From an optimization exercise on the open Yosys and OpenROAD flow, aimed at small area, a short achievable clock period and few clock cycles per item; shortcuts taken in it are not production practice.
No functional check of the RTL was part of this run.
No activity file was given, so power comes from the tool's default toggle rates.

## design/flow/config.mk

```make
export PLATFORM = sky130hd
export DESIGN_NAME = pid_core_mc
export DESIGN_NICKNAME = pid_core_mc
export VERILOG_FILES = /design/flow/design.v
export SDC_FILE = /design/flow/constraint.sdc
export NUM_CORES = 4
export LEC_CHECK = 0
export CAP_MARGIN = 20
export CORE_MARGIN = 2
export CORE_UTILIZATION = 40
export SLEW_MARGIN = 20
```

## design/flow/design.v

```verilog
package pid_mc_pkg;
  localparam logic [2:0] ADDR_SP  = 3'd0;
  localparam logic [2:0] ADDR_P   = 3'd1;
  localparam logic [2:0] ADDR_I   = 3'd2;
  localparam logic [2:0] ADDR_D   = 3'd3;
  localparam logic [2:0] ADDR_MIN = 3'd4;
  localparam logic [2:0] ADDR_MAX = 3'd5;
  localparam logic [2:0] ADDR_POL = 3'd6;
endpackage
module pid_mac #(
  parameter int WE  = 19,
  parameter int WK  = 18,
  parameter int W_S = 33
) (
  input  logic signed [WK-1:0]  k1,
  input  logic signed [WK-1:0]  k2,
  input  logic signed [WK-1:0]  k3,
  input  logic signed [WE-1:0]  e,
  input  logic signed [WE-1:0]  e1,
  input  logic signed [WE-1:0]  e2,
  output logic signed [W_S-1:0] delta
);
  logic signed [WE+WK-1:0] p1, p2, p3;
  always_comb begin
    p1    = k1 * e;
    p2    = k2 * e1;
    p3    = k3 * e2;
    delta = W_S'(p1) + W_S'(p2) + W_S'(p3);
  end
endmodule
module pid_core_mc #(
  parameter int N_CH      = 8,
  parameter int W_CH      = 3,
  parameter int W_IN      = 18,
  parameter int W_OUT     = 32,
  parameter int W_EP      = 16,
  parameter int LIM_SHIFT = 16
) (
  input  logic                    clk_in,
  input  logic                    reset_n_in,
  input  logic signed [W_IN-1:0]  data_in,
  input  logic [W_CH-1:0]         data_chan_in,
  input  logic                    data_valid_in,
  output logic                    data_ready_out,
  input  logic                    param_wr_in,
  input  logic [W_CH-1:0]         param_chan_in,
  input  logic [2:0]              param_addr_in,
  input  logic signed [W_EP-1:0]  param_data_in,
  input  logic                    update_en_in,
  input  logic                    update_in,
  input  logic                    clear_in,
  input  logic [W_CH-1:0]         clear_chan_in,
  output logic signed [W_OUT-1:0] data_out,
  output logic [W_CH-1:0]         data_chan_out,
  output logic                    data_valid_out
);
  localparam int WE = W_IN + 1;    
  localparam int WK = W_EP + 2;    
  localparam int WS = W_OUT + 1;   
  localparam int NP = 6;           
  logic                   a_vld, a_clr, a_upd, a_wr;
  logic signed [W_IN-1:0] a_x;
  logic [W_CH-1:0]        a_ch, a_clr_ch, a_wr_ch;
  logic [2:0]             a_wr_addr;
  logic [W_EP-1:0]        a_wr_data;
  assign data_ready_out = reset_n_in;
  always_ff @(posedge clk_in) begin
    a_vld <= reset_n_in && data_valid_in;
    a_clr <= reset_n_in && clear_in;
    a_upd <= reset_n_in && update_in && update_en_in;
    a_wr  <= reset_n_in && param_wr_in;
    a_x       <= data_in;
    a_ch      <= data_chan_in;
    a_clr_ch  <= clear_chan_in;
    a_wr_ch   <= param_chan_in;
    a_wr_addr <= param_addr_in;
    a_wr_data <= param_data_in;
  end
  logic [N_CH-1:0][W_EP-1:0] sp_sh, p_sh, i_sh, d_sh, mn_sh, mx_sh;
  logic [N_CH-1:0][W_EP-1:0] sp_ac, p_ac, i_ac, d_ac, mn_ac, mx_ac;
  logic [N_CH-1:0][NP-1:0]   v_sh, v_ac;
  logic [N_CH-1:0]           pol_sh, pol_ac;
  always_ff @(posedge clk_in) begin
    if (a_upd) begin
      sp_ac <= sp_sh; p_ac <= p_sh; i_ac <= i_sh; d_ac <= d_sh;
      mn_ac <= mn_sh; mx_ac <= mx_sh;
    end
    if (a_wr) begin
      case (a_wr_addr)
        pid_mc_pkg::ADDR_SP:  sp_sh[a_wr_ch] <= a_wr_data;
        pid_mc_pkg::ADDR_P:   p_sh[a_wr_ch]  <= a_wr_data;
        pid_mc_pkg::ADDR_I:   i_sh[a_wr_ch]  <= a_wr_data;
        pid_mc_pkg::ADDR_D:   d_sh[a_wr_ch]  <= a_wr_data;
        pid_mc_pkg::ADDR_MIN: mn_sh[a_wr_ch] <= a_wr_data;
        pid_mc_pkg::ADDR_MAX: mx_sh[a_wr_ch] <= a_wr_data;
        default: ;
      endcase
    end
  end
  always_ff @(posedge clk_in) begin
    if (!reset_n_in) begin
      v_sh   <= '0;
      v_ac   <= '0;
      pol_sh <= '0;
      pol_ac <= '0;
    end else begin
      if (a_upd) begin
        v_ac   <= v_sh;
        pol_ac <= pol_sh;
      end
      if (a_wr) begin
        if (a_wr_addr == pid_mc_pkg::ADDR_POL) pol_sh[a_wr_ch] <= a_wr_data[0];
        else if (a_wr_addr != 3'd7) v_sh[a_wr_ch][a_wr_addr] <= 1'b1;
      end
    end
  end
  logic [N_CH-1:0][WE-1:0] e1_h, e2_h;
  logic [N_CH-1:0]         hz;       
  logic [NP-1:0]          bv;
  logic signed [W_EP-1:0] b_sp, b_p, b_i, b_d;
  logic signed [WE-1:0]   b_e, b_e1, b_e2;
  logic                   b_hz;
  always_comb begin
    bv   = v_ac[a_ch];
    b_hz = hz[a_ch];
    b_sp = bv[0] ? sp_ac[a_ch] : '0;
    b_p  = bv[1] ? p_ac[a_ch]  : '0;
    b_i  = bv[2] ? i_ac[a_ch]  : '0;
    b_d  = bv[3] ? d_ac[a_ch]  : '0;
    b_e1 = b_hz ? '0 : e1_h[a_ch];
    b_e2 = b_hz ? '0 : e2_h[a_ch];
    b_e  = pol_ac[a_ch] ? WE'(a_x) - WE'(b_sp) : WE'(b_sp) - WE'(a_x);
  end
  always_ff @(posedge clk_in) begin
    if (a_vld) begin
      e1_h[a_ch] <= b_e;
      e2_h[a_ch] <= b_e1;
    end
  end
  always_ff @(posedge clk_in) begin
    if (!reset_n_in) hz <= '1;
    else begin
      if (a_vld) hz[a_ch] <= 1'b0;
      if (a_clr) hz[a_clr_ch] <= 1'b1;
    end
  end
  logic                   c_vld, c_hz, c_inv, c_mxdef;
  logic [W_CH-1:0]        c_ch;
  logic signed [WK-1:0]   c_k1, c_k2, c_k3;
  logic signed [WE-1:0]   c_e, c_e1, c_e2;
  logic signed [W_EP-1:0] c_mn, c_mx;
  always_ff @(posedge clk_in) begin
    if (!reset_n_in) c_vld <= 1'b0;
    else             c_vld <= a_vld;
    c_ch    <= a_ch;
    c_hz    <= b_hz;
    c_e     <= b_e;
    c_e1    <= b_e1;
    c_e2    <= b_e2;
    c_k1    <= WK'(b_p) + WK'(b_i) + WK'(b_d);
    c_k2    <= -(WK'(b_p)) - (WK'(b_d) <<< 1);
    c_k3    <= WK'(b_d);
    c_mn    <= bv[4] ? mn_ac[a_ch] : {1'b1, {(W_EP-1){1'b0}}};
    c_mx    <= mx_ac[a_ch];
    c_mxdef <= !bv[5];
    c_inv   <= bv[5] && (bv[4] ? $signed(mn_ac[a_ch]) : $signed({1'b1, {(W_EP-1){1'b0}}}))
                        > $signed(mx_ac[a_ch]);
  end
  logic signed [WS-1:0] c_delta;
  pid_mac #(.WE(WE), .WK(WK), .W_S(WS)) u_mac_i (
    .k1(c_k1), .k2(c_k2), .k3(c_k3),
    .e(c_e), .e1(c_e1), .e2(c_e2),
    .delta(c_delta)
  );
  logic                   d_vld, d_hz, d_inv, d_mxdef;
  logic [W_CH-1:0]        d_ch;
  logic signed [WS-1:0]   d_delta;
  logic signed [W_EP-1:0] d_mn, d_mx;
  always_ff @(posedge clk_in) begin
    if (!reset_n_in) d_vld <= 1'b0;
    else             d_vld <= c_vld;
    d_ch    <= c_ch;
    d_hz    <= c_hz;
    d_inv   <= c_inv;
    d_mxdef <= c_mxdef;
    d_mn    <= c_mn;
    d_mx    <= c_mx;
    d_delta <= c_delta;
  end
  logic [N_CH-1:0][W_OUT-1:0] u_h;
  logic signed [W_OUT-1:0]    d_up, d_u;
  logic signed [WS-1:0]       d_s, d_lo, d_hi;
  always_comb begin
    d_up = d_hz ? '0 : u_h[d_ch];
    d_s  = WS'(d_up) + d_delta;
    d_lo = WS'(d_mn) <<< LIM_SHIFT;
    d_hi = d_mxdef ? WS'({1'b0, {(W_OUT-1){1'b1}}}) : WS'(d_mx) <<< LIM_SHIFT;
    if (d_inv)            d_u = W_OUT'(d_hi);
    else if (d_s > d_hi)  d_u = W_OUT'(d_hi);
    else if (d_s < d_lo)  d_u = W_OUT'(d_lo);
    else                  d_u = W_OUT'(d_s);
  end
  always_ff @(posedge clk_in) begin
    if (d_vld) u_h[d_ch] <= d_u;
  end
  always_ff @(posedge clk_in) begin
    if (!reset_n_in) data_valid_out <= 1'b0;
    else             data_valid_out <= d_vld;
    data_out      <= d_u;
    data_chan_out <= d_ch;
  end
endmodule
```

## design/flow/constraint.sdc

```tcl
create_clock -name core_clock -period 15.0 [get_ports {clk_in}]
set_input_delay 3.0000 -clock core_clock [delete_from_list [all_inputs] [get_ports {clk_in}]]
set_output_delay 3.0000 -clock core_clock [all_outputs]
set_load 0.01 [all_outputs]
```

## design/flow/run.sh

```bash
#!/bin/bash
# synth_recipe.tcl (not shown) runs the flow's synth.tcl, then flattens the netlist and writes it again
# the make line also repeats each setting of config.mk as NAME=value (left out here)
make -C /OpenROAD-flow-scripts/flow DESIGN_CONFIG=/design/flow/config.mk WORK_HOME=/design/flow/orfs CLKGATE_MAP_FILE= SYNTH_SCRIPT=/design/flow/synth_recipe.tcl finish
```

==> summary.txt <==
-- registers in the layout, summed over array words and instances (netlist names), 32 cells and up --
signal / count
d_ac: 128
d_delta: 33
d_sh: 128
data_out: 32
e1_h: 152
e2_h: 152
i_ac: 128
i_sh: 128
mn_ac: 128
mn_sh: 128
mx_ac: 128
mx_sh: 128
p_ac: 128
p_sh: 128
sp_ac: 128
sp_sh: 128
u_h: 256
v_ac: 48
v_sh: 48
-- metal layers --
layer / part of all wire, % / GRT usage [%] / up-vias
met3: 6.6 / 3.133 / 620
met2: 49 / 37.12 / 3220
met5: 0.027 / 0.1623 / -
met4: 3.9 / 8.496 / 6
li1: - / - / 38050
met1: 41 / 29.51 / 45370
-- kinds of logic after synthesis --
logic type / share of synthesized area, %
simple gates: 10.01
flops: 51.21
buf+inv: 4.952
compound gates: 7.763
fa+ha+maj: 18.74
mux: 6.317
xor+xnor: 1.016
-- final timing paths --
kind | start | endpoint | cells past startpoint
hold reg to reg | c_mn[5]$_DFF_P_ | d_mn[5]$_DFF_P_ | 0
hold / removal | c_mn[5]$_DFF_P_ | d_mn[5]$_DFF_P_ | 0
setup reg to reg | c_e2[18]$_SDFF_PP0_ | d_delta[32]$_DFF_P_ | 25
setup / recovery | c_e2[18]$_SDFF_PP0_ | d_delta[32]$_DFF_P_ | 25
-- cells in the mapped netlist, drive strengths merged, types with 6 or more instances --
cell type and instances:
a2111oi 6, a211oi 18, a21boi 10, a21o 602, a21oi 207, a22o 88, a31oi 10, and2 498
and3 26, buf 81, clkbuf 435, dfxtp 426, edfxtp 2096, fa 1056, ha 401, inv 1307
mux2 17, mux2i 77, mux4 348, nand2 2078, nand2b 56, nand3 64, nand4 21, nor2 251
nor2b 95, nor3 45, nor4 7, o211ai 7, o21a 65, o21ai 514, o21bai 11, o221ai 25
o31a 7, o31ai 16, or2 9, or3 10, xnor2 118, xor2 37
-- through the flow --
| stage | power [uW] | std cells |
|---|---|---|
| final | 16000 | 16040 |
| after global placement | 9186 | 15490 |
| after detailed placement | 9223 | 15500 |
| after CTS | 16100 | 16000 |
| after floorplan | 8738 | 11210 |
| after global routing | 16470 | 16040 |
-- layout make-up --
| class | count | area [um^2] |
|---|---|---|
| fill | 31320 | 191800 |
| sequential | 2522 | 71500 |
| multi-input combinational | 6866 | 61490 |
| clock buffer | 379 | 7800 |
| tap | 4578 | 5728 |
| inverter | 1308 | 4915 |
| timing repair buffer | 221 | 2001 |
| clock inverter | 126 | 1369 |
| antenna | 42 | 105.1 |
-- worst max-delay path, cell delays in order (launching register included) --
cell       delay (ns)
dfxtp_1          0.71
nand2_1          0.59
fa_1             0.67
inv_1            0.06
fa_1             0.51
inv_1            0.06
fa_1             0.52
fa_1             0.55
inv_1            0.06
fa_1             0.49
fa_1             0.58
fa_1             0.46
fa_1             0.50
inv_1            0.05
fa_1             0.52
inv_1            0.06
ha_1             0.34
a21oi_1          0.25
nand2_1          0.08
a2111oi_1        0.48
nand4bb_1        0.23
nor2_1           0.08
o21a_1           0.23
a211o_1          0.27
a21oi_1          0.18
xnor2_1          0.10
-- power groups by stage --
stage	registers [uW]	logic, uW	clock network (uW)
floorplan	8050	684	0
global placement	8060	1130	0
detailed placement	8070	1160	0
CTS	7920	1160	7030
global route	7940	1250	7290
finish	7920	1160	6920
==> out/results.md <==
- 97 — number of distinct standard cells referenced by the synthesized netlist
- 11210 — Post-Syn Instances
- 216 — placement row count
- 0 — residual antenna-violating net count after detailed routing
- 10.99% — Area Growth Syn to Fin
- 6.18 ns — slack of the worst reg-to-reg path
- 24.09% — Sw Share
- 103.3 nW/um^2 — Pwr Density
- 0 — total count of max-transition violations in the final report
- 0 — count of hold-fix buffers inserted at cts
- clkbuf_16 — CTS root buf
- 15.71 ns — Req. time, crit path
- 5.439 — drt via density
- 0.06442 uW — leakage power
- 0.05983 ns — Setup Skew
- 0 — number of max-cap violations
- 51.21% — sequential cell area fraction in the yosys report
- 594.7 um — Die Span Y
- 44.67% — utilization of the core after routing
- 0.06 ns — Clk pin slew, worst setup/hold paths
- 2096 — number of enable-type register cells in the synthesized netlist
- 0.93 ns — clock latency on the worst-skew pair
- edfxtp_1 — leading area contributor after synthesis
- 8.822 ns — shortest period the worst path allows
- 0 — final routed DRC violation total
- false — setup repair after global routing missed its margin
- 0 ns — Fin Setup TNS
- 279 — cts bufs inserted
- edfxtp_1, nand2_1, inv_1 — leading cell types in the layout, fill and taps excluded
- 194 — largest net degree at the start of global routing
- edfxtp_1 — most common cell after layout, fill and taps aside
- flip-flop — critical path capture point type
- 353700 um^2 — die area
- 0.9344 — global placer's final weighted congestion
- 5 — H-tree lvl count
- flip-flop — startpoint kind of the worst setup timing path
- 6.272 ns — worst setup timing slack at the placement stage
- 24.74 um — WL per Instance
- done — CTS tree
- edfxtp_1, fa_1, dfxtp_1 — top cells by area in the synthesized netlist
- edfxtp_1 — prevailing post-synth register cell
- 9.53 ns — arrival time of the worst setup path
- 2522 — post-synthesis register bit count
- 58.81% — period utilisation layout
- 36 — antenna violations before repair
- 154900 um^2 — post-route cell area
- 0 — number of setup buffers added after CTS
- flip-flop to flip-flop — WS Path Type
- 12.45 um^2 — synthesized area per cell
- 6.178 ns — Setup WS post-layout
- 594.7 um — Horiz. Die Dim
- 0 — count of cells resized by post-cts repair
- 8564 — drt initial violations
- 396.9 mm — total wire length after detailed routing
- complete, no violations — outcome
- 113.4 MHz — top achievable clock speed
- 3855 uW — Switch Pwr
- 43.2% — relative contribution of the clock network to total power
- 0 — global route overflow
- 145600 um^2 — instance area at placement
- 90 — number of placed I/O pins
- 139600 um^2 — combined area of all synthesized cells
- 0 — Hold Vio Cnt, Final
- 6 — number of iterations in the first detailed-routing pass
- 12710 — Net count, final
- 7.3% — share of total power in combinational logic
- 15 — maximum net fanout on the critical path
- 2 — number of warnings printed during yosys synthesis
- 90520 — via count of the first global-routing pass
- 40.25% — initial cell density of the core
- 0.3055 ns — WHS
- 0% — fraction of synthesis flops using an asynchronous set or reset pin
- 0 — setup violators final
- 8.878% — fraction of final layout cells with drive strength greater than 1
- 12140 uW — P_int
- 346700 um^2 — core outline area
- 2522 — Sinks on Clock Net
- 22.27% — gr usage total
- 275.5 mm — DPL Wire Length
- 1.175 ns — Tightest Pin Transition
- 89 — count of input and output buffers
- 49.5% — relative contribution of sequential cells to total power
- 4 — largest buffer count on any clock path
- 12720 — synthesized netlist net count
- 87260 — total number of vias
- 592.0 mm — global-route wire length before repair
- 21.65% — worst-case headroom to the max-slew limit
- flip-flop to flip-flop — type of the most critical hold path
- 45.10% — area share of the leading cell type in the synthesized netlist
- 0.1045 mV — Max rail drop VDD

## static timing again, ports no longer ideal
The results above use ideal ports. As a check the final layout listed here was re-extracted and re-timed, cells and wires unchanged.
Step 1 assumes that a clkbuf_16 drives the clock port and a buf_2 every other input.
Step 2 also shifts input and output timing later by t, the mid clock arrival at the registers, as if the neighbouring blocks saw the same clock.
Slacks: ideal ports / drivers / drivers and shift; pairs: ideal ports / drivers.
t, ns: 0.998
setup WS [ns]: 6.178 / 6.178 / 6.178
pins driven straight from the clock port: 1
After both steps setup and hold are still met in this run. The setup slack of this run moves by 0.000 ns with the drivers and by 0.000 ns with both steps.
